Source: an optimization exercise on an open RTL-to-GDS flow (aim: small area, a short achievable clock period and few clock cycles per item). Production flows keep margins and buffers that such runs may drop.
The RTL was checked by simulation tests, not by an equivalence proof against the original design.
Power is estimated from default activity; no workload was simulated.

// circular_deque
module circular_deque #(
  parameter int DEPTH = 16
) (
  input  logic                           clk,
  input  logic                           rst,
  input  logic                           in_valid,
  output logic                           in_stall,
  input  dq_pkg::in_item_t               in_data,
  output logic                           out_valid,
  input  logic                           out_stall,
  output dq_pkg::out_item_t              out_data,
  input  logic                           cfg_write,
  input  logic [dq_pkg::CFG_INDEX_W-1:0] cfg_index,
  input  logic [dq_pkg::CFG_DATA_W-1:0]  cfg_data
);
  dq_pkg::ctrl_cmd_t cmd;
  dq_ctrl u_ctrl (
    .clk       (clk),
    .rst       (rst),
    .in_valid  (in_valid),
    .in_stall  (in_stall),
    .out_valid (out_valid),
    .out_stall (out_stall),
    .cmd       (cmd)
  );
  dq_datapath u_datapath (
    .clk       (clk),
    .rst       (rst),
    .cmd       (cmd),
    .in_data   (in_data),
    .cfg_write (cfg_write),
    .cfg_index (cfg_index),
    .cfg_data  (cfg_data),
    .out_data  (out_data)
  );
endmodule
clock: 4.5 ns
lec_check: 0
cap_margin: 20
core_margin: 2
core_utilization: 65
cts_cluster_diameter: 80
cts_cluster_size: 30
place_density: 0.8
setup_slack_margin: 2.5
slew_margin: 20
run.sh (not shown) runs the stock make flow with config.mk's settings and CLKGATE_MAP_FILE= SYNTH_SCRIPT=/design/flow/synth_recipe.tcl, a recipe that flattens the netlist after the stock synthesis.
The baseline produced a clean layout.
Testbench counts at the start, summed over its fixed seeds: cycles 19,264, items 19,200.
Change:
--- a/flow/config.mk
+++ b/flow/config.mk
@@ -8,8 +8,8 @@
 export CAP_MARGIN = 20
 export CORE_MARGIN = 2
-export CORE_UTILIZATION = 65
-export CTS_CLUSTER_DIAMETER = 80
-export CTS_CLUSTER_SIZE = 30
-export PLACE_DENSITY = 0.8
-export SETUP_SLACK_MARGIN = 2.5
+export CORE_UTILIZATION = 55
+export CTS_BUF_LIST = sky130_fd_sc_hd__clkbuf_8
+export CTS_CLUSTER_DIAMETER = 60
+export CTS_CLUSTER_SIZE = 20
+export SETUP_SLACK_MARGIN = 2.4
 export SLEW_MARGIN = 20
- sequential cell count is unchanged
- clock power rises by a few percent
- cell area rises slightly
- via count falls by a few percent
- routed wire length rises by a few percent
Change:
--- a/flow/config.mk
+++ b/flow/config.mk
@@ -8,8 +8,7 @@
 export CAP_MARGIN = 20
 export CORE_MARGIN = 2
-export CORE_UTILIZATION = 55
-export CTS_BUF_LIST = sky130_fd_sc_hd__clkbuf_8
-export CTS_CLUSTER_DIAMETER = 60
-export CTS_CLUSTER_SIZE = 20
+export CORE_UTILIZATION = 75
+export CTS_CLUSTER_DIAMETER = 80
+export CTS_CLUSTER_SIZE = 30
 export SETUP_SLACK_MARGIN = 2.4
 export SLEW_MARGIN = 20
Combinational power is about the same.
Global-route usage climbs by 9.5 points.
Cell area drops by 0.78%.
Sequential power is about the same.
Setup slack is better by 26 ps.
Utilization climbs by 21 points.
Cell count drops by 7.5%.
Fmax climbs by 1.2%.
Change:
--- a/flow/config.mk
+++ b/flow/config.mk
@@ -8,7 +8,8 @@
 export CAP_MARGIN = 20
 export CORE_MARGIN = 2
-export CORE_UTILIZATION = 75
-export CTS_CLUSTER_DIAMETER = 80
-export CTS_CLUSTER_SIZE = 30
+export CORE_UTILIZATION = 65
+export CTS_CLUSTER_DIAMETER = 70
+export CTS_CLUSTER_SIZE = 24
+export PLACE_DENSITY = 0.8
 export SETUP_SLACK_MARGIN = 2.4
 export SLEW_MARGIN = 20
Setup slack gains 8.6 ps. Maximum frequency went up by 0.41%. Design area went up by about 0.3%. Wire length went down by about 5.6%. Total power went up by 1.8%.
Change:
--- a/flow/config.mk
+++ b/flow/config.mk
@@ -6,10 +6,10 @@
 export NUM_CORES = 4
 export LEC_CHECK = 0
-export CAP_MARGIN = 20
+export CAP_MARGIN = 0
 export CORE_MARGIN = 2
 export CORE_UTILIZATION = 65
-export CTS_CLUSTER_DIAMETER = 70
-export CTS_CLUSTER_SIZE = 24
+export CTS_CLUSTER_DIAMETER = 80
+export CTS_CLUSTER_SIZE = 30
 export PLACE_DENSITY = 0.8
 export SETUP_SLACK_MARGIN = 2.4
-export SLEW_MARGIN = 20
+export SLEW_MARGIN = 0
Via count shrinks by 1.7%.
Non-clock buffer count came out lower by 2.
Die area stays the same.
Global-route usage is about the same.
Final cell count came out lower by 0.93%.
Register-to-register slack improves by 20 ps.
Area after synthesis does not change.
Clock power drops by 11%.
Power shrinks by 3.2%.

-- static timing again, ports no longer ideal --
Ports are ideal in the flow. The routed layouts listed here were re-timed in OpenROAD.
Step 1 assumes that a clkbuf_16 drives the clock port and a buf_2 every other input.
Step 2 also shifts input and output timing later by t, the mid clock arrival at the registers, as if the neighbouring blocks saw the same clock.
Three values: ideal, step 1, step 2; two values: the first two.
run | t, ns | slack for setup (ns) | worst data-port slew with drivers (ns)
the first run | 0.616 | 2.385 / 2.329 / 1.923 | 0.10
the second run | 0.678 | 2.345 / 2.313 / 1.797 | 0.05
the third run | 0.625 | 2.371 / 2.314 / 1.822 | 0.09
the fourth run | 0.638 | 2.380 / 2.325 / 1.866 | 0.08
the fifth run | 0.625 | 2.402 / 2.347 / 1.874 | 0.08
After both steps setup and hold are still met in every run listed. For the third run, which loses most, drivers alone change the setup slack by -0.057 ns; drivers and shift together by -0.549 ns.
